From an optimization exercise on the open Yosys and OpenROAD flow, aimed at small area, a short achievable clock period and few clock cycles per item; shortcuts taken in it are not production practice. Power figures rest on the tool's default switching activity, not on a simulated workload.

## main
==> flow/design.v (excerpt) <==
module max_profit_k_trades_top
(
  input  logic        clk,
  input  logic        rst,
  input  logic        s_tvalid,
  output logic        s_tready,
  input  logic [15:0] s_tdata,    
  input  logic        s_tlast,    
  output logic        m_tvalid,
  input  logic        m_tready,
  output logic [31:0] m_tdata,    
  output logic        m_tlast,    
  input  logic        psel,
  input  logic        penable,
  input  logic        pwrite,
  input  logic [2:0]  paddr,
  input  logic [31:0] pwdata,
  output logic [31:0] prdata,
  output logic        pready
);
==> module max_profit_k_trades_top, before the edit <==
module max_profit_k_trades_top
(
  input  logic        clk,
  input  logic        rst,
  input  logic        s_tvalid,
  output logic        s_tready,
  input  logic [15:0] s_tdata,    
  input  logic        s_tlast,    
  output logic        m_tvalid,
  input  logic        m_tready,
  output logic [31:0] m_tdata,    
  output logic        m_tlast,    
  input  logic        psel,
  input  logic        penable,
  input  logic        pwrite,
  input  logic [2:0]  paddr,
  input  logic [31:0] pwdata,
  output logic [31:0] prdata,
  output logic        pready
);
  localparam int K  = mpkt_pkg::MAX_TRADES;
  localparam int PW = mpkt_pkg::PROFIT_W;
  localparam int LW = mpkt_pkg::LANEP_W;
  logic [mpkt_pkg::LIMIT_W-1:0] trade_limit;
  logic                         unlimited_mode;
  logic [4:0]                   prdata_q;
  logic                         limit_write;
  logic        in_v;
  logic [15:0] in_pa;
  logic [15:0] in_pb_n;
  logic [15:0] in_pc;
  logic [15:0] in_pd_n;
  logic [15:0] price_g [0:3];
  logic        in_last;
  logic        rdy_q;
  logic        accept;
  logic        first;
  logic        adv;
  logic        pend;
  logic        pend_last;
  logic        pend_first;
  logic [15:0] prev_price;
  logic [15:0] t_q   [0:K-1];
  logic [15:0] u_q   [0:K-1];
  logic        raise [0:K-1];
  logic [mpkt_pkg::LANE_W-1:0] lane;
  logic [3:0]    lane_idx;
  logic [15:0]   u_sel;
  logic [15:0]   t_sel;
  logic [16:0]   u_gain;
  logic [15:0]   inc_d;
  logic [15:0]   inc_q;
  logic [LW-1:0] sel_profit;
  logic [LW-1:0] profit_new;
  logic [16:0]   rise_diff;
  logic [15:0]   rise_q;
  logic [PW-1:0] rise_total;
  logic [PW-1:0] rise_new;
  logic [PW:0]   rise_sum;
  logic          rc_busy;
  logic [4:0]    rc_cnt;
  logic          m_v;
  logic [PW-1:0] m_d;
  logic          m_l;
  logic          sk_v;
  logic [PW-1:0] sk_d;
  logic          sk_l;
  logic          m_free;
  logic          push;
  logic [PW-1:0] res;
  assign pready   = 1'b1;
  assign prdata   = {27'b0, prdata_q};
  assign s_tready = rdy_q;
  assign m_tvalid = m_v;
  assign m_tdata  = {{(32-PW){1'b0}}, m_d};
  assign m_tlast  = m_l;
  assign accept = s_tvalid && rdy_q;
  assign push   = pend && !sk_v;
  assign adv    = in_v && (!pend || !sk_v);
  assign m_free = !m_v || m_tready;
  assign limit_write = psel && penable && pwrite && (paddr[2] == mpkt_pkg::ADDR_TRADE_LIMIT[2]);
  assign price_g[0] = in_pa;
  assign price_g[1] = ~in_pb_n;
  assign price_g[2] = in_pc;
  assign price_g[3] = ~in_pd_n;
  for (genvar t = 0; t < K; t++) begin : g_cell
    mpkt_cell #(
      .HAS_PREV (t != 0)
    ) u_cell (
      .clk        (clk),
      .step       (adv),
      .first      (first),
      .price      (price_g[t / 4]),
      .prev_u     (u_q[(t == 0) ? 0 : t - 1]),
      .prev_raise (raise[(t == 0) ? 0 : t - 1]),
      .t_q        (t_q[t]),
      .u_q        (u_q[t]),
      .raise      (raise[t])
    );
  end
  always_comb begin
    lane     = (trade_limit >= 5'(K)) ? mpkt_pkg::LANE_W'(K) : trade_limit[mpkt_pkg::LANE_W-1:0];
    lane_idx = rc_busy ? rc_cnt[3:0] : 4'(lane - 1'b1);
    u_sel    = u_q[lane_idx];
    t_sel    = t_q[lane_idx];
    u_gain   = {1'b0, in_pa} - {1'b0, u_sel};
    if (rc_busy) begin
      inc_d = (!rc_cnt[4] && ({1'b0, rc_cnt} < {1'b0, lane})) ? u_sel - t_sel : 16'd0;
    end else begin
      inc_d = (lane == '0 || first || u_gain[16]) ? 16'd0 : u_gain[15:0];
    end
    rise_diff  = {1'b0, in_pa} - {1'b0, prev_price};
    profit_new = pend_first ? '0 : sel_profit + LW'(inc_q);
    rise_sum   = {1'b0, rise_total} + {{(PW+1-16){1'b0}}, rise_q};
    rise_new   = pend_first ? '0 : (rise_sum[PW] ? mpkt_pkg::PROFIT_MAX : rise_sum[PW-1:0]);
    res        = unlimited_mode ? rise_new : PW'(profit_new);
  end
  always_ff @(posedge clk) begin
    if (rst) begin
      in_v    <= 1'b0;
      rdy_q   <= 1'b1;
      first   <= 1'b1;
      pend    <= 1'b0;
      m_v     <= 1'b0;
      sk_v    <= 1'b0;
      rc_busy <= 1'b0;
    end else begin
      if (accept) begin
        in_v <= 1'b1;
      end else if (adv) begin
        in_v <= 1'b0;
      end
      if (limit_write && !first) begin
        rc_busy <= 1'b1;
      end else if (rc_cnt == 5'd16) begin
        rc_busy <= 1'b0;
      end
      rdy_q <= (!(accept || (in_v && !adv)) ||
                !(adv || (pend && !push)) ||
                !(sk_v ? !m_free : (push && !m_free))) &&
               !(limit_write && !first) && !(rc_busy && rc_cnt != 5'd16);
      if (adv) begin
        first <= in_last;
        pend  <= 1'b1;
      end else if (push) begin
        pend  <= 1'b0;
      end
      if (m_free) begin
        m_v <= sk_v || push;
      end
      sk_v <= sk_v ? !m_free : (push && !m_free);
    end
  end
  always_ff @(posedge clk) begin
    if (accept) begin
      in_pa   <= s_tdata;
      in_pb_n <= ~s_tdata;
      in_last <= s_tlast;
    end
    if (rdy_q) begin
      in_pc   <= s_tdata;
      in_pd_n <= ~s_tdata;
    end
    if (limit_write) begin
      rc_cnt <= '0;
    end else if (rc_busy) begin
      rc_cnt <= rc_cnt + 1'b1;
    end
    if (limit_write) begin
      inc_q      <= '0;
      sel_profit <= '0;
    end else if (rc_busy) begin
      inc_q      <= inc_d;
      sel_profit <= sel_profit + LW'(inc_q);
    end else begin
      if (adv) begin
        inc_q <= inc_d;
      end
      if (push) begin
        sel_profit <= profit_new;
      end
    end
    if (adv) begin
      prev_price <= in_pa;
      rise_q     <= rise_diff[16] ? 16'd0 : rise_diff[15:0];
      pend_first <= first;
      pend_last  <= in_last;
    end
    if (push) begin
      rise_total <= rise_new;
    end
    if (m_free) begin
      m_d <= sk_v ? sk_d : res;
      m_l <= sk_v ? sk_l : pend_last;
    end
    if (!sk_v) begin
      sk_d <= res;
      sk_l <= pend_last;
    end
  end
  always_ff @(posedge clk) begin
    if (rst) begin
      trade_limit    <= mpkt_pkg::LIMIT_W'(1);
      unlimited_mode <= 1'b0;
    end else if (psel && penable && pwrite) begin
      if (paddr[2] == mpkt_pkg::ADDR_UNLIMITED[2]) begin
        unlimited_mode <= pwdata[0];
      end else begin
        trade_limit <= pwdata[mpkt_pkg::LIMIT_W-1:0];
      end
    end
  end
  always_ff @(posedge clk) begin
    if (paddr[2] == mpkt_pkg::ADDR_TRADE_LIMIT[2]) begin
      prdata_q <= trade_limit;
    end else begin
      prdata_q <= {4'b0, unlimited_mode};
    end
  end
endmodule
clock: 15.0 ns
lec_check: 0
cap_margin: 20
core_margin: 2
core_utilization: 35
slew_margin: 20
run.sh (not shown) runs the stock make flow with config.mk's settings and CLKGATE_MAP_FILE= SYNTH_SCRIPT=/design/flow/synth_recipe.tcl, a recipe that flattens the netlist after the stock synthesis.
main finished all stages; the layout is clean.
Modified inputs, the feature branch compared to main
--- a/flow/design.v
+++ b/flow/design.v
@@ -92,9 +92,10 @@
   logic [15:0] t_q   [0:K-1];
   logic [15:0] u_q   [0:K-1];
   logic        raise [0:K-1];
   logic [mpkt_pkg::LANE_W-1:0] lane;
-  logic [3:0]    lane_idx;
+  logic [3:0]    sel_idx;
+  logic          sel_none;
   logic [15:0]   u_sel;
   logic [15:0]   t_sel;
   logic [16:0]   u_gain;
   logic [15:0]   inc_d;
@@ -148,16 +149,15 @@
     );
   end
   always_comb begin
     lane     = (trade_limit >= 5'(K)) ? mpkt_pkg::LANE_W'(K) : trade_limit[mpkt_pkg::LANE_W-1:0];
-    lane_idx = rc_busy ? rc_cnt[3:0] : 4'(lane - 1'b1);
-    u_sel    = u_q[lane_idx];
-    t_sel    = t_q[lane_idx];
+    u_sel    = u_q[sel_idx];
+    t_sel    = t_q[sel_idx];
     u_gain   = {1'b0, in_pa} - {1'b0, u_sel};
     if (rc_busy) begin
       inc_d = (!rc_cnt[4] && ({1'b0, rc_cnt} < {1'b0, lane})) ? u_sel - t_sel : 16'd0;
     end else begin
-      inc_d = (lane == '0 || first || u_gain[16]) ? 16'd0 : u_gain[15:0];
+      inc_d = (sel_none || first || u_gain[16]) ? 16'd0 : u_gain[15:0];
     end
     rise_diff  = {1'b0, in_pa} - {1'b0, prev_price};
     profit_new = pend_first ? '0 : sel_profit + LW'(inc_q);
     rise_sum   = {1'b0, rise_total} + {{(PW+1-16){1'b0}}, rise_q};
@@ -215,8 +215,16 @@
     end else if (rc_busy) begin
       rc_cnt <= rc_cnt + 1'b1;
     end
     if (limit_write) begin
+      sel_idx <= '0;
+    end else if (rc_busy && rc_cnt != 5'd16) begin
+      sel_idx <= rc_cnt[3:0] + 1'b1;
+    end else begin
+      sel_idx <= 4'(lane - 1'b1);
+    end
+    sel_none <= (lane == '0);
+    if (limit_write) begin
       inc_q      <= '0;
       sel_profit <= '0;
     end else if (rc_busy) begin
       inc_q      <= inc_d;
Findings:
Per the comparison of the feature branch with main, sequential power saw an increase; share of synthesized area spent on multiplexers saw little to no change; number of logic stages on the critical path including buffering saw a decrease; worst setup margin saw an increase. Lower area share of buffers outside the clock network goes to the feature branch over main. Compared with main, the feature branch shows maximum number of pins on one net before global-route repair lower by 14. From main to the feature branch the numbers moved as follows: placeable core region did not really move; post-layout minimum cycle time went down; fraction of synthesized cell area in xor and xnor cells went down; remaining design rule violation count did not really move.
No functional check of the RTL was part of any run of this note.

[separate check: timing with driven ports]
The flow's constraints put no driver on any port. The routed layouts listed below were extracted and timed again, unchanged, in two steps.
Step 1 sets driving cells, clkbuf_16 on the clock port and buf_2 on the other inputs (assumed; they add their load-dependent delay and slew).
Step 2 moves the port delays by t, midway between the first and last clock arrival at a register: inputs arrive t later, outputs are due t later. That takes back most of the time a late clock gives input paths.
Three values: ideal, step 1, step 2; two values: the first two.
run | t (ns) | slack for setup (ns) | hold slack, ns | clock arrival spread, ns
main | 0.877 | 8.089 / 8.089 / 8.089 | 0.458 / 0.458 / 0.458 | 0.067 / 0.067
the feature branch | 0.869 | 9.000 / 9.000 / 9.000 | 0.471 / 0.471 / 0.471 | 0.061 / 0.061
After both steps every run listed still meets setup and hold.
